From an optimization exercise on the open Yosys and OpenROAD flow, aimed at small area; shortcuts taken in it are not production practice.
Function was checked by simulation only, so behaviour that the tests miss may differ from the original.
Power and IR drop assume default switching activity.

==> 07-09 <==
Design writeback_regfile_pipe, start of the top module:
module writeback_regfile_pipe #(
  parameter logic [63:0] RSP_INIT = 64'h0,
  parameter int          RET_W    = 16
) (
  input  logic             clk,
  input  logic             rst,
  input  logic [2:0]       W_stat,
  input  logic [3:0]       W_icode,
  input  logic [3:0]       W_dstE,
  input  logic [63:0]      W_valE,
  input  logic [3:0]       W_dstM,
  input  logic [63:0]      W_valM,
  output logic [63:0]      reg_file0,
  output logic [63:0]      reg_file1,
  output logic [63:0]      reg_file2,
  output logic [63:0]      reg_file3,
  output logic [63:0]      reg_file4,
  output logic [63:0]      reg_file5,
  output logic [63:0]      reg_file6,
  output logic [63:0]      reg_file7,
  output logic [63:0]      reg_file8,
  output logic [63:0]      reg_file9,
  output logic [63:0]      reg_file10,
  output logic [63:0]      reg_file11,
  output logic [63:0]      reg_file12,
  output logic [63:0]      reg_file13,
  output logic [63:0]      reg_file14,
  output logic [2:0]       stat,
  output logic             halted,
  output logic [RET_W-1:0] retired
);
==> flow/config.mk <==
export PLATFORM = sky130hd
export DESIGN_NAME = writeback_regfile_pipe
export DESIGN_NICKNAME = writeback_regfile_pipe
export VERILOG_FILES = /design/flow/design.v
export SDC_FILE = /design/flow/constraint.sdc
export NUM_CORES = 4
export LEC_CHECK = 0
export CAP_MARGIN = 20
export CORE_AREA = 5 5 395 395
export DIE_AREA = 0 0 400 400
export PLACE_DENSITY = 0.45
export SLEW_MARGIN = 20
export SYNTH_HIERARCHICAL = 1
==> flow/constraint.sdc <==
create_clock -name core_clock -period 4.0 [get_ports {clk}]
set_input_delay 0.8000 -clock core_clock [delete_from_list [all_inputs] [get_ports {clk}]]
set_output_delay 0.8000 -clock core_clock [all_outputs]
set_load 0.01 [all_outputs]
standard.sh (not shown) runs the stock make flow with config.mk's settings and CLKGATE_MAP_FILE= SYNTH_SCRIPT=/design/flow/synth_recipe.tcl, a recipe that flattens the netlist after the stock synthesis.
==> flow/flow/run.sh <==
#!/bin/bash
# Standard ORFS layout (the standard.sh) with two changes:
#  - the port buffers use the smallest buffer cell instead of the one
#    buffer_ports picks by default;
#  - clock tree synthesis uses clkbuf_8 leaf buffers in clusters of up to 16
#    sinks, clkbuf_16 above them, and no dummy loads.
set -euo pipefail
CTS="-sink_clustering_enable -repair_clock_nets"
CTS+=" -root_buf sky130_fd_sc_hd__clkbuf_16 -tree_buf sky130_fd_sc_hd__clkbuf_16"
CTS+=" -sink_clustering_buffer sky130_fd_sc_hd__clkbuf_8"
CTS+=" -buf_list {sky130_fd_sc_hd__clkbuf_8 sky130_fd_sc_hd__clkbuf_16}"
CTS+=" -sink_clustering_size 16 -sink_clustering_max_diameter 50 -dont_use_dummy_load"
bash standard.sh \
  "BUFFER_PORTS_ARGS=-buffer_cell sky130_fd_sc_hd__buf_1" \
  "CTS_ARGS=$CTS" \
  finish > standard_flow.log 2>&1
==> 06-10: changes against 07-09 <==
==> flow/run.sh (new file) <==
#!/bin/bash
# synth_recipe.tcl (not shown) runs the flow's synth.tcl, then flattens the netlist and writes it again
# the make line also repeats each setting of config.mk as NAME=value (left out here)
make -C /OpenROAD-flow-scripts/flow DESIGN_CONFIG=/design/flow/config.mk WORK_HOME=/design/flow/orfs CLKGATE_MAP_FILE= SYNTH_SCRIPT=/design/flow/synth_recipe.tcl finish
PLACE_DENSITY = unset   (was 0.45)
removed: flow/flow/run.sh
removed: flow/standard.sh
==> qor summary <==
quantity	07-09	06-10
Relative contribution of the clock network to total power	39.3%	48.6%
Worst-Skew Late Latency	0.74 ns	0.75 ns
Maximum fanout count along the critical path	44	47
Gpl congestion	0.810	0.840
GR Util met2	42.0%	42.4%
Logic power comb	908 uW	1110 uW
Inserted Clock Buffers	130	110
Met3 usage in global routing	7.60%	7.50%
Final Instance Area	45200 um^2	54000 um^2
Total power	18000 uW	21700 uW
Vias in the first global route	36.9k	38.5k
Area overhead of the layout relative to synthesis	31.1%	56.8%
Group drawing the most power	registers	clock
Min-delay worst type	in -> async	reg -> reg
CP endpoint	reg_file3[34]	reg_file9[20]
Highest clock rate	293 MHz	265 MHz
Run status	no timing/DRC/antenna violations	no timing/DRC/antenna violations
Final cell count without fillers	6494	6564
Wire length of the first global-routing pass	308000 um	306000 um
Non-clock buffer count in the final layout	1246	1243

[re-timing with driven ports]
No port has a modelled driver above. Below, the same layouts with a new extraction and two added sets of constraints.
Step 1, drivers: a clkbuf_16 drives clk and a buf_2 each remaining input, both assumed.
Step 2 moves the port delays by t, midway between the first and last clock arrival at a register: inputs arrive t later, outputs are due t later. That takes back most of the time a late clock gives input paths.
Three values: no drivers, after step 1, after step 2; two values: the first two.
run | t, ns | slack for setup (ns) | worst setup path after step 2 | worst data-port slew with drivers (ns)
07-09 | 0.765 | 0.583 / 0.514 / 0.720 | input to register | 0.07
06-10 | 0.784 | 0.225 / 0.157 / 0.342 | input to register | 0.07
After both steps every run listed still meets setup and hold.
